Source: an optimization exercise on an open RTL-to-GDS flow (aim: small area and a short achievable clock period). Production flows keep margins and buffers that such runs may drop.
Only simulation tests tie the RTL to the original design; equivalence was not proved.
Power figures rest on the tool's default switching activity, not on a simulated workload.

## v25
==> flow/design.v (excerpt) <==
module ram_2port_bist #(
    parameter int DATA_W = 8,
    parameter int ADDR_W = 8,
    parameter int RD_LAT = 1
) (
    input  logic              clk,
    input  logic              rst_n,
    input  logic              start,
    input  logic [1:0]        mode,
    input  logic              err_inj,
    output logic              busy,
    output logic              done,
    output logic              pass,
    output logic [ADDR_W:0]   err_cnt,
    output logic [ADDR_W-1:0] first_err_addr,
    input  logic              wr_en,
    input  logic [ADDR_W-1:0] wr_addr,
    input  logic [DATA_W-1:0] wr_data,
    input  logic [ADDR_W-1:0] rd_addr,
    output logic [DATA_W-1:0] rd_data
);
export LEC_CHECK = 0
export CAP_MARGIN = 20
export CORE_MARGIN = 2
export CORE_UTILIZATION = 40
export CTS_BUF_LIST = sky130_fd_sc_hd__clkbuf_8
export CTS_CLUSTER_DIAMETER = 50
export CTS_CLUSTER_SIZE = 12
export SETUP_SLACK_MARGIN = 3.6
export SLEW_MARGIN = 20
export SYNTH_HIERARCHICAL = 1
export SYNTH_MINIMUM_KEEP_SIZE = 0
export TNS_END_PERCENT = 20
create_clock -name core_clock -period 6.5 [get_ports {clk}]
standard.sh (not shown) runs the stock make flow with config.mk's settings and CLKGATE_MAP_FILE= SYNTH_SCRIPT=/design/flow/synth_recipe.tcl, a recipe that flattens the netlist after the stock synthesis.
==> flow/flow/run.sh <==
#!/bin/bash
# The standard layout, except that the port buffers are made from a plain
# buffer cell (buf_4) rather than the cell buffer_ports picks on its own,
# and clock tree synthesis adds no dummy loads. make's full output goes to
# flow.log here; each ORFS step also keeps its own log under orfs/logs/.
set -euo pipefail
export BUFFER_PORTS_ARGS="-buffer_cell sky130_fd_sc_hd__buf_4"
export CTS_ARGS="-sink_clustering_enable -repair_clock_nets -sink_clustering_size 12 -sink_clustering_max_diameter 50 -buf_list sky130_fd_sc_hd__clkbuf_8 -dont_use_dummy_load"
bash standard.sh finish > flow.log 2>&1
Here is what was changed in the inputs of v21 compared with v25.
Settings: a deleted TNS_END_PERCENT that had been 20; a change of CORE_UTILIZATION from 40 to 50.
Number of nets in the final layout essentially unchanged between v25 and v21.
Total wirelength of the detailed-routed design on v21 is down relative to v25.
v25 → v21: final standard cell area without fillers went down, hold slack went up, sequential cell power did not really move, global routing usage on met1 went up.
v21 ended up with q[6]$_DFF_P_ as its destination of the critical timing path; v25 ended up with q[5]$_DFF_P_.
Worst-case setup margin in the final layout in v21 is 0.014 ns above v25.
Headroom to the max-slew limit delta (v21 − v25): unfavourable
v21 vs v25 — area enclosed by the die boundary dropped by more than 10%

---

Another version of the RTL of ram_2port_bist (not shown whole).
For scale: roughly 59 I/O pins.
Settings: LEC_CHECK=0, CAP_MARGIN=20, CORE_MARGIN=2, CORE_UTILIZATION=40, SETUP_SLACK_MARGIN=3.9, SLEW_MARGIN=20; clock period 6.5 ns.
run.sh (not shown) runs the stock make flow with config.mk's settings and CLKGATE_MAP_FILE= SYNTH_SCRIPT=/design/flow/synth_recipe.tcl, a recipe that flattens the netlist after the stock synthesis.
Stock flow here: none of the scripts above is used.
The starting point ran to the end with violations: max-capacitance violations, max-slew violations.
Then changed:
Settings changed: SETUP_SLACK_MARGIN 3.9 to 2.5.
This time the run completed with no timing, DRC or antenna violations.
Setup slack degrades by 480 ps.
Die area stays the same.
Core utilization goes down by 6.2 points.
Count of clock-buffer cells in the layout rose by 3.
Critical path depth went up by 3.
Synthesized cell count does not change.
Wire length drops by 16%.
Power goes down by 10%.
Clock skew is lower by 14 ps.
Maximum frequency came out lower by 11%.
Final cell count is lower by 6.3%.

---

job 101:
ram_2port_bist, a different RTL version from the one above (not shown whole).
For scale: about 4,900 cells after synthesis, roughly 2,200 flip-flops, roughly 59 I/O pins, ~79,000 um^2 of cells after synthesis.
==> flow/config.mk <==
export PLATFORM = sky130hd
export DESIGN_NAME = ram_2port_bist
export DESIGN_NICKNAME = ram_2port_bist
export VERILOG_FILES = /design/flow/design.v
export SDC_FILE = /design/flow/constraint.sdc
export NUM_CORES = 4
export LEC_CHECK = 0
export CAP_MARGIN = 20
export CORE_MARGIN = 2
export CORE_UTILIZATION = 40
export CTS_BUF_LIST = sky130_fd_sc_hd__clkbuf_8
export CTS_CLUSTER_DIAMETER = 50
export CTS_CLUSTER_SIZE = 12
export SETUP_SLACK_MARGIN = 3.8
export SLEW_MARGIN = 20
export SYNTH_HIERARCHICAL = 1
export SYNTH_MINIMUM_KEEP_SIZE = 0
==> flow/constraint.sdc <==
create_clock -name core_clock -period 6.5 [get_ports {clk}]
set_input_delay 1.3000 -clock core_clock [delete_from_list [all_inputs] [get_ports {clk}]]
set_output_delay 1.3000 -clock core_clock [all_outputs]
set_load 0.01 [all_outputs]
standard.sh (not shown) runs the stock make flow with config.mk's settings and CLKGATE_MAP_FILE= SYNTH_SCRIPT=/design/flow/synth_recipe.tcl, a recipe that flattens the netlist after the stock synthesis.
==> flow/flow/run.sh <==
#!/bin/bash
# The standard layout, except that the port buffers are made from a plain
# buffer cell (buf_4) rather than the cell buffer_ports picks on its own.
# make's full output goes to flow.log here; each ORFS step also keeps its
# own log under orfs/logs/.
set -euo pipefail
export BUFFER_PORTS_ARGS="-buffer_cell sky130_fd_sc_hd__buf_4"
bash standard.sh finish > flow.log 2>&1
Inputs modified between job 101 and job 102:
diff --git a/flow/config.mk b/flow/config.mk
--- a/flow/config.mk
+++ b/flow/config.mk
@@ -10,6 +10,6 @@
 export CORE_UTILIZATION = 40
-export CTS_BUF_LIST = sky130_fd_sc_hd__clkbuf_8
-export CTS_CLUSTER_DIAMETER = 50
-export CTS_CLUSTER_SIZE = 12
-export SETUP_SLACK_MARGIN = 3.8
+export CTS_BUF_LIST = sky130_fd_sc_hd__clkbuf_16
+export CTS_CLUSTER_DIAMETER = 60
+export CTS_CLUSTER_SIZE = 24
+export SETUP_SLACK_MARGIN = 3.6
 export SLEW_MARGIN = 20
Findings:
Diff job 101 -> job 102: non-clock buffering overhead in the final layout was more or less identical, fraction of synthesized cell area in xor and xnor cells was more or less identical, sequential share of power went down by 1.4 points, final area went up by 1.5%, total routed wire length on the met1 layer went down by 2.4%.
Total stage count of the critical path | job 102 below job 101
As far as via count of the first global-routing pass is concerned, job 102 and job 101 perform about the same.
Delta(reported leakage power, job 102 - job 101) > 0
In the flow results for job 102 and job 101, the total design power is larger on job 102.
Setup changes, job 102 to job 103
diff --git a/flow/config.mk b/flow/config.mk
--- a/flow/config.mk
+++ b/flow/config.mk
@@ -10,5 +10,5 @@
 export CORE_UTILIZATION = 40
-export CTS_BUF_LIST = sky130_fd_sc_hd__clkbuf_16
-export CTS_CLUSTER_DIAMETER = 60
-export CTS_CLUSTER_SIZE = 24
+export CTS_BUF_LIST = sky130_fd_sc_hd__clkbuf_8
+export CTS_CLUSTER_DIAMETER = 50
+export CTS_CLUSTER_SIZE = 12
 export SETUP_SLACK_MARGIN = 3.6
==> results.txt <==
From job 102 to job 103 the numbers moved as follows: relative contribution of combinational cells to total power went up, cell depth of the worst setup path went up, final wirelength went up, worst hold slack went down, overflow left after global routing did not really move. Clock group share of total power was lower in job 103 than in job 102.
Relative to job 103, the following input files were edited for job 104:
==> flow/flow/run.sh <==
#!/bin/bash
# The standard layout, except that the port buffers are made from a plain
# buffer cell (buf_4) rather than the cell buffer_ports picks on its own,
# and clock tree synthesis adds no dummy loads. make's full output goes to
# flow.log here; each ORFS step also keeps its own log under orfs/logs/.
set -euo pipefail
export BUFFER_PORTS_ARGS="-buffer_cell sky130_fd_sc_hd__buf_4"
export CTS_ARGS="-sink_clustering_enable -repair_clock_nets -sink_clustering_size 12 -sink_clustering_max_diameter 50 -buf_list sky130_fd_sc_hd__clkbuf_8 -dont_use_dummy_load"
bash standard.sh finish > flow.log 2>&1
Having completed the whole flow, job 104 delivered a layout that passed the timing, design-rule and antenna checks.
Reported for job 104 and job 103, non-clock buffer total of the final layout turned out identical to the last digit.
Sequential share of layout area in job 104 vs job 103: up 0.29 points
Job 104 vs job 103 on met2 track utilization from global routing: job 104 is the higher one.
Of the two values seen for origin of the worst setup path, rd_addr[3] was produced by job 104 and rd_addr[1] by job 103.
Going from job 103 to job 104, post-route non-filler standard cell count shrank slightly.
| signal arrival time at the worst endpoint | job 104 vs job 103 | 0.03 ns higher |
Any difference in clock latency at the later pin of the worst-skew pair between job 103 and job 104 is small enough to ignore.
Job 104 against job 103: number of clock buffers in the layout down 1.4%; maximum vdd drop decreased by about 17% relative to the old numbers.

---

== try-harbor ==
ram_2port_bist with an RTL version that a note above also has.
Size: ~2200 flip-flops, roughly 59 I/O pins, about 79000 um^2 of cells after synthesis.
## ram_2port_bist
module ram_2port_bist #(
    parameter int DATA_W = 8,
    parameter int ADDR_W = 8,
    parameter int RD_LAT = 1
) (
    input  logic              clk,
    input  logic              rst_n,
    input  logic              start,
    input  logic [1:0]        mode,
    input  logic              err_inj,
    output logic              busy,
    output logic              done,
    output logic              pass,
    output logic [ADDR_W:0]   err_cnt,
    output logic [ADDR_W-1:0] first_err_addr,
    input  logic              wr_en,
    input  logic [ADDR_W-1:0] wr_addr,
    input  logic [DATA_W-1:0] wr_data,
    input  logic [ADDR_W-1:0] rd_addr,
    output logic [DATA_W-1:0] rd_data
);
Settings: LEC_CHECK=0, CAP_MARGIN=20, CORE_MARGIN=2, CORE_UTILIZATION=40, CTS_BUF_LIST=sky130_fd_sc_hd__clkbuf_8, CTS_CLUSTER_DIAMETER=50, CTS_CLUSTER_SIZE=12, SETUP_SLACK_MARGIN=3.4, SLEW_MARGIN=20, SYNTH_HIERARCHICAL=1, SYNTH_MINIMUM_KEEP_SIZE=0; clock period 6.5 ns.
==> flow/flow/run.sh <==
#!/bin/bash
# The standard layout, except that the port buffers are made from a plain
# buffer cell (buf_4) rather than the cell buffer_ports picks on its own,
# and clock tree synthesis adds no dummy loads. make's full output goes to
# flow.log here; each ORFS step also keeps its own log under orfs/logs/.
set -euo pipefail
export BUFFER_PORTS_ARGS="-buffer_cell sky130_fd_sc_hd__buf_4"
export CTS_ARGS="-sink_clustering_enable -repair_clock_nets -sink_clustering_size 12 -sink_clustering_max_diameter 50 -buf_list sky130_fd_sc_hd__clkbuf_8 -dont_use_dummy_load"
bash standard.sh finish > flow.log 2>&1
try-harbor was carried through to the last stage, and its layout satisfied the timing, design-rule and antenna checks.
Input changes introduced in try-ember (baseline for comparison: try-harbor):
- a change of SETUP_SLACK_MARGIN from 3.4 to 3.6
Results
- Going from try-harbor to try-ember, via count has increased, final total power shows an increase of 1.2 mW.
- Delta(worst supply voltage drop on vdd, try-ember - try-harbor) < 0
- Starting density of the core came out exactly the same in try-ember and try-harbor.
- Clock period minus worst slack ends up lower on try-ember.
- Iteration count of the initial detailed-routing pass is lower on try-ember
- Re aggregate negative setup slack: no difference whatsoever between try-ember and try-harbor.

## what the ideal ports hide
No port has a modelled driver above. Below, the same layouts with a new extraction and two added sets of constraints. Step 1, drivers: a clkbuf_16 drives clk and a buf_2 each remaining input, both assumed. Step 2 moves the port delays by t, midway between the first and last clock arrival at a register: inputs arrive t later, outputs are due t later. That takes back most of the time a late clock gives input paths. a / b / c = ideal ports / drivers / drivers and shift; a / b = the first two.
run	t, ns	setup slack, ns	hold slack, ns
v25	1.026	3.411 / 3.428 / 2.428	0.333 / 0.278 / 0.475
v21	0.974	3.426 / 3.479 / 2.505	0.466 / 0.414 / 0.473
the first run of note 2	0.949	2.796 / 2.819 / 1.904	0.485 / 0.463 / 0.485
the second run of note 2	0.927	2.321 / 2.321 / 1.464	0.477 / 0.477 / 0.477
job 101	1.058	3.208 / 3.208 / 2.249	0.312 / 0.253 / 0.481
job 102	0.881	3.335 / 3.372 / 2.490	0.498 / 0.498 / 0.498
job 103	1.059	3.371 / 3.380 / 2.357	0.464 / 0.413 / 0.489
job 104	1.050	3.344 / 3.386 / 2.353	0.468 / 0.411 / 0.493
try-harbor	1.015	3.172 / 3.208 / 2.193	0.350 / 0.296 / 0.473
try-ember	1.014	3.484 / 3.512 / 2.509	0.341 / 0.290 / 0.475
The setup slack of job 103, which loses most, moves by +0.009 ns with the drivers and by -1.014 ns with both steps.
